This is an optimization exercise on Yosys and OpenROAD, whose aim is small area, a short achievable clock period and few clock cycles per item, not a production implementation. At most, simulation tests tie the RTL to the original design; equivalence was not proved. No activity file was given, so power comes from the tool's default toggle rates.

## soc_curve_interp_validate
module soc_curve_interp_validate #(
  parameter int NUM_POINTS = 8
) (
  input  logic        clk,
  input  logic        rst,
  input  logic        cfg_wen,
  input  logic        cfg_index,
  input  logic [7:0]  cfg_data,
  input  logic        in_valid,
  output logic        in_ready,
  input  logic [19:0] in_data,
  output logic        out_valid,
  input  logic        out_ready,
  output logic [15:0] out_data
);
clock: 10.0 ns
lec_check: 0
abc_area: 1
cap_margin: 20
core_margin: 2
core_utilization: 50
cts_buf_list: sky130_fd_sc_hd__clkbuf_8
cts_cluster_diameter: 150
cts_cluster_size: 50
setup_slack_margin: 5
slew_margin: 20
tns_end_percent: 0
standard.sh (not shown) runs the stock make flow with config.mk's settings and CLKGATE_MAP_FILE= SYNTH_SCRIPT=/design/flow/synth_recipe.tcl, a recipe that flattens the netlist after the stock synthesis.
==> flow/flow/run.sh <==
#!/bin/bash
set -euo pipefail
MARGIN=${FLOW_SETUP_MARGIN:-6.7}
export BUFFER_PORTS_ARGS="-buffer_cell sky130_fd_sc_hd__buf_1"
sed "s/SETUP_SLACK_MARGIN=[0-9.]*/SETUP_SLACK_MARGIN=${MARGIN}/" standard.sh > standard_margin.sh
bash standard_margin.sh > standard.log 2>&1
The first run went through all stages and came out clean.
Testbench counts at the start, summed over its fixed seeds: cycles 3,368, items 3,200.
Rerun with:
CORE_UTILIZATION = 55   (was 50)
TNS_END_PERCENT = not set   (was 0)
=>
- synthesized cell count stays the same
- cell area grows by 2.5%
- power went up by 1.3%
- hold slack stays flat
- global-route usage came out higher by 3.5 points
Rerun with:
--- a/flow/flow/run.sh
+++ b/flow/flow/run.sh
@@ -3 +3 @@
-MARGIN=${FLOW_SETUP_MARGIN:-6.7}
+MARGIN=${FLOW_SETUP_MARGIN:-6.8}
CORE_UTILIZATION = 50   (was 55)
Global-route usage came out lower by 3.4 points.
Sequential share of layout area shrinks by 0.14 points.
Area after synthesis stays the same.
Hold slack stays flat.
Final cell count goes up by a few percent.
Maximum frequency went up by a few percent.
Design area increases slightly.
Setup slack gains 190 ps.
Clock skew increases by 3.1 ps.
Rerun with:
--- a/flow/flow/run.sh
+++ b/flow/flow/run.sh
@@ -3 +3 @@
-MARGIN=${FLOW_SETUP_MARGIN:-6.8}
+MARGIN=${FLOW_SETUP_MARGIN:-6.7}
Clock skew hardly moves; sequential power hardly moves; die area does not change.

========
Setup of red:
Another version of the RTL of soc_curve_interp_validate (not shown whole).
Size in the first run: roughly 980 cells after synthesis, about 0.0082 mm^2 of cells after synthesis.
clock: 10.0 ns
lec_check: 0
abc_area: 1
cap_margin: 20
core_margin: 2
core_utilization: 50
cts_buf_list: sky130_fd_sc_hd__clkbuf_8
cts_cluster_diameter: 150
cts_cluster_size: 50
setup_slack_margin: 5
slew_margin: 20
tns_end_percent: 0
==> flow/flow/run.sh <==
#!/bin/bash
set -euo pipefail
MARGIN=${FLOW_SETUP_MARGIN:-6.9}
export BUFFER_PORTS_ARGS="-buffer_cell sky130_fd_sc_hd__buf_1"
sed "s/SETUP_SLACK_MARGIN=[0-9.]*/SETUP_SLACK_MARGIN=${MARGIN}/" standard.sh > standard_margin.sh
bash standard_margin.sh > standard.log 2>&1
red closes out successfully: all stages finished, all timing, DRC and antenna checks passed.
Input changes introduced in blue (baseline for comparison: red):
Settings: TNS_END_PERCENT removed (was 0).
--- a/flow/flow/run.sh
+++ b/flow/flow/run.sh
@@ -3 +3 @@
-MARGIN=${FLOW_SETUP_MARGIN:-6.9}
+MARGIN=${FLOW_SETUP_MARGIN:-6.7}
Findings:
Looking at blue and red, the fraction of met2 tracks used by global routing is a wash.
Compared with red, met3 wire length in blue decreased slightly.
blue: worst setup slack 0.043 ns above red
On number of distinct library cell variants in the gate-level netlist after synthesis, blue tracks red almost exactly.
The worst-case hold slack was comparable across blue and red.
Against red, blue comes in 0.47 points higher on buffer share of cell area.
On routed length on met1: between blue and red, it ends up higher for blue.
Via count, blue and red, lower one = red.
Fmax | blue vs red | blue faster
Sequential share of layout area in blue is 0.30 points below red.
Summary — reported combinational group power, blue relative to red: higher, by about 2%.
Function was not checked in any run of this note: the RTL went through the layout flow alone.

========
Another version of the RTL of soc_curve_interp_validate (not shown whole).
Size: roughly 990 cells after synthesis, ~140 flip-flops, roughly 52 I/O pins, ~8400 sq um of cells after synthesis.
Design soc_curve_interp_validate, start of the top module:
module soc_curve_interp_validate #(
  parameter int NUM_POINTS = 8
) (
  input  logic        clk,
  input  logic        rst,
  input  logic        cfg_wen,
  input  logic        cfg_index,
  input  logic [7:0]  cfg_data,
  input  logic        in_valid,
  output logic        in_ready,
  input  logic [19:0] in_data,
  output logic        out_valid,
  input  logic        out_ready,
  output logic [15:0] out_data
);
Settings: LEC_CHECK=0, ABC_AREA=1, CAP_MARGIN=20, CORE_MARGIN=2, CORE_UTILIZATION=58, CTS_BUF_LIST=sky130_fd_sc_hd__clkbuf_8, CTS_CLUSTER_DIAMETER=150, CTS_CLUSTER_SIZE=50, SETUP_SLACK_MARGIN=5, SLEW_MARGIN=20; clock period 10.0 ns.
==> flow/flow/run.sh <==
#!/bin/bash
set -euo pipefail
MARGIN=${FLOW_SETUP_MARGIN:-6.6}
export BUFFER_PORTS_ARGS="-buffer_cell sky130_fd_sc_hd__buf_1"
sed "s/SETUP_SLACK_MARGIN=[0-9.]*/SETUP_SLACK_MARGIN=${MARGIN}/" standard.sh > standard_margin.sh
bash standard_margin.sh > standard.log 2>&1
The starting point produced a clean layout.
Testbench counts at the start, summed over its fixed seeds: cycles 3,376, items 3,200.
Then changed:
--- a/flow/config.mk
+++ b/flow/config.mk
@@ -7,6 +7,5 @@
 export LEC_CHECK = 0
-export ABC_AREA = 1
 export CAP_MARGIN = 20
 export CORE_MARGIN = 2
-export CORE_UTILIZATION = 58
+export CORE_UTILIZATION = 40
 export CTS_BUF_LIST = sky130_fd_sc_hd__clkbuf_8
After rerunning: Core utilization drops by 19 points. Cell area climbs by 6.7%. Combinational power climbs by about 3%.
Then changed:
--- a/flow/flow/run.sh
+++ b/flow/flow/run.sh
@@ -2,3 +2,3 @@
 set -euo pipefail
-MARGIN=${FLOW_SETUP_MARGIN:-6.6}
+MARGIN=${FLOW_SETUP_MARGIN:-6.7}
 export BUFFER_PORTS_ARGS="-buffer_cell sky130_fd_sc_hd__buf_1"
--- a/flow/config.mk
+++ b/flow/config.mk
@@ -7,5 +7,6 @@
 export LEC_CHECK = 0
+export ABC_AREA = 1
 export CAP_MARGIN = 20
 export CORE_MARGIN = 2
-export CORE_UTILIZATION = 40
+export CORE_UTILIZATION = 50
 export CTS_BUF_LIST = sky130_fd_sc_hd__clkbuf_8
The changed run passed the timing, design-rule and antenna checks.
Core utilization increases by 9.7 points.
Routed wire length decreases by a few percent.
Register-to-register slack is better by 0.31 ns.
Worst hold slack is better by 0.0033 ns.
Die area decreases by about a fifth.
Via count increases by a few percent.
First-iteration DRC count decreases by roughly a tenth.
Total power decreases by a few percent.
Design area decreases by a few percent.
Synthesized cell count increases by roughly a tenth.

[port drivers added, routing unchanged]
The flow's constraints put no driver on any port. The routed layouts listed below were extracted and timed again, unchanged, in two steps. Step 1, drivers: a clkbuf_16 drives clk and a buf_2 each remaining input, both assumed. Step 2 moves the port delays by t, midway between the first and last clock arrival at a register: inputs arrive t later, outputs are due t later. That takes back most of the time a late clock gives input paths. a / b / c = ideal / step 1 / step 2; a / b = the first two.
run | t (ns) | slack for setup (ns) | slew at the worst register clock pin (ns) | cell pins on the clock port's net
the first run of note 1 | 0.486 | 6.777 / 6.777 / 6.384 | 0.09 / 0.09 | 1
the second run of note 1 | 0.486 | 6.636 / 6.636 / 6.468 | 0.08 / 0.08 | 1
the third run of note 1 | 0.489 | 6.821 / 6.821 / 6.534 | 0.09 / 0.09 | 1
the fourth run of note 1 | 0.487 | 6.862 / 6.862 / 6.494 | 0.09 / 0.09 | 1
red | 0.484 | 6.799 / 6.799 / 6.378 | 0.09 / 0.09 | 1
blue | 0.484 | 6.842 / 6.842 / 6.559 | 0.09 / 0.09 | 1
the first run of note 3 | 0.489 | 6.865 / 6.865 / 6.465 | 0.09 / 0.09 | 1
the second run of note 3 | 0.499 | 6.597 / 6.597 / 6.403 | 0.10 / 0.10 | 1
the third run of note 3 | 0.490 | 6.911 / 6.911 / 6.643 | 0.09 / 0.09 | 1
After both steps setup and hold are still met in every run listed. For red, which loses most, drivers alone change the setup slack by 0.000 ns; drivers and shift together by -0.421 ns.
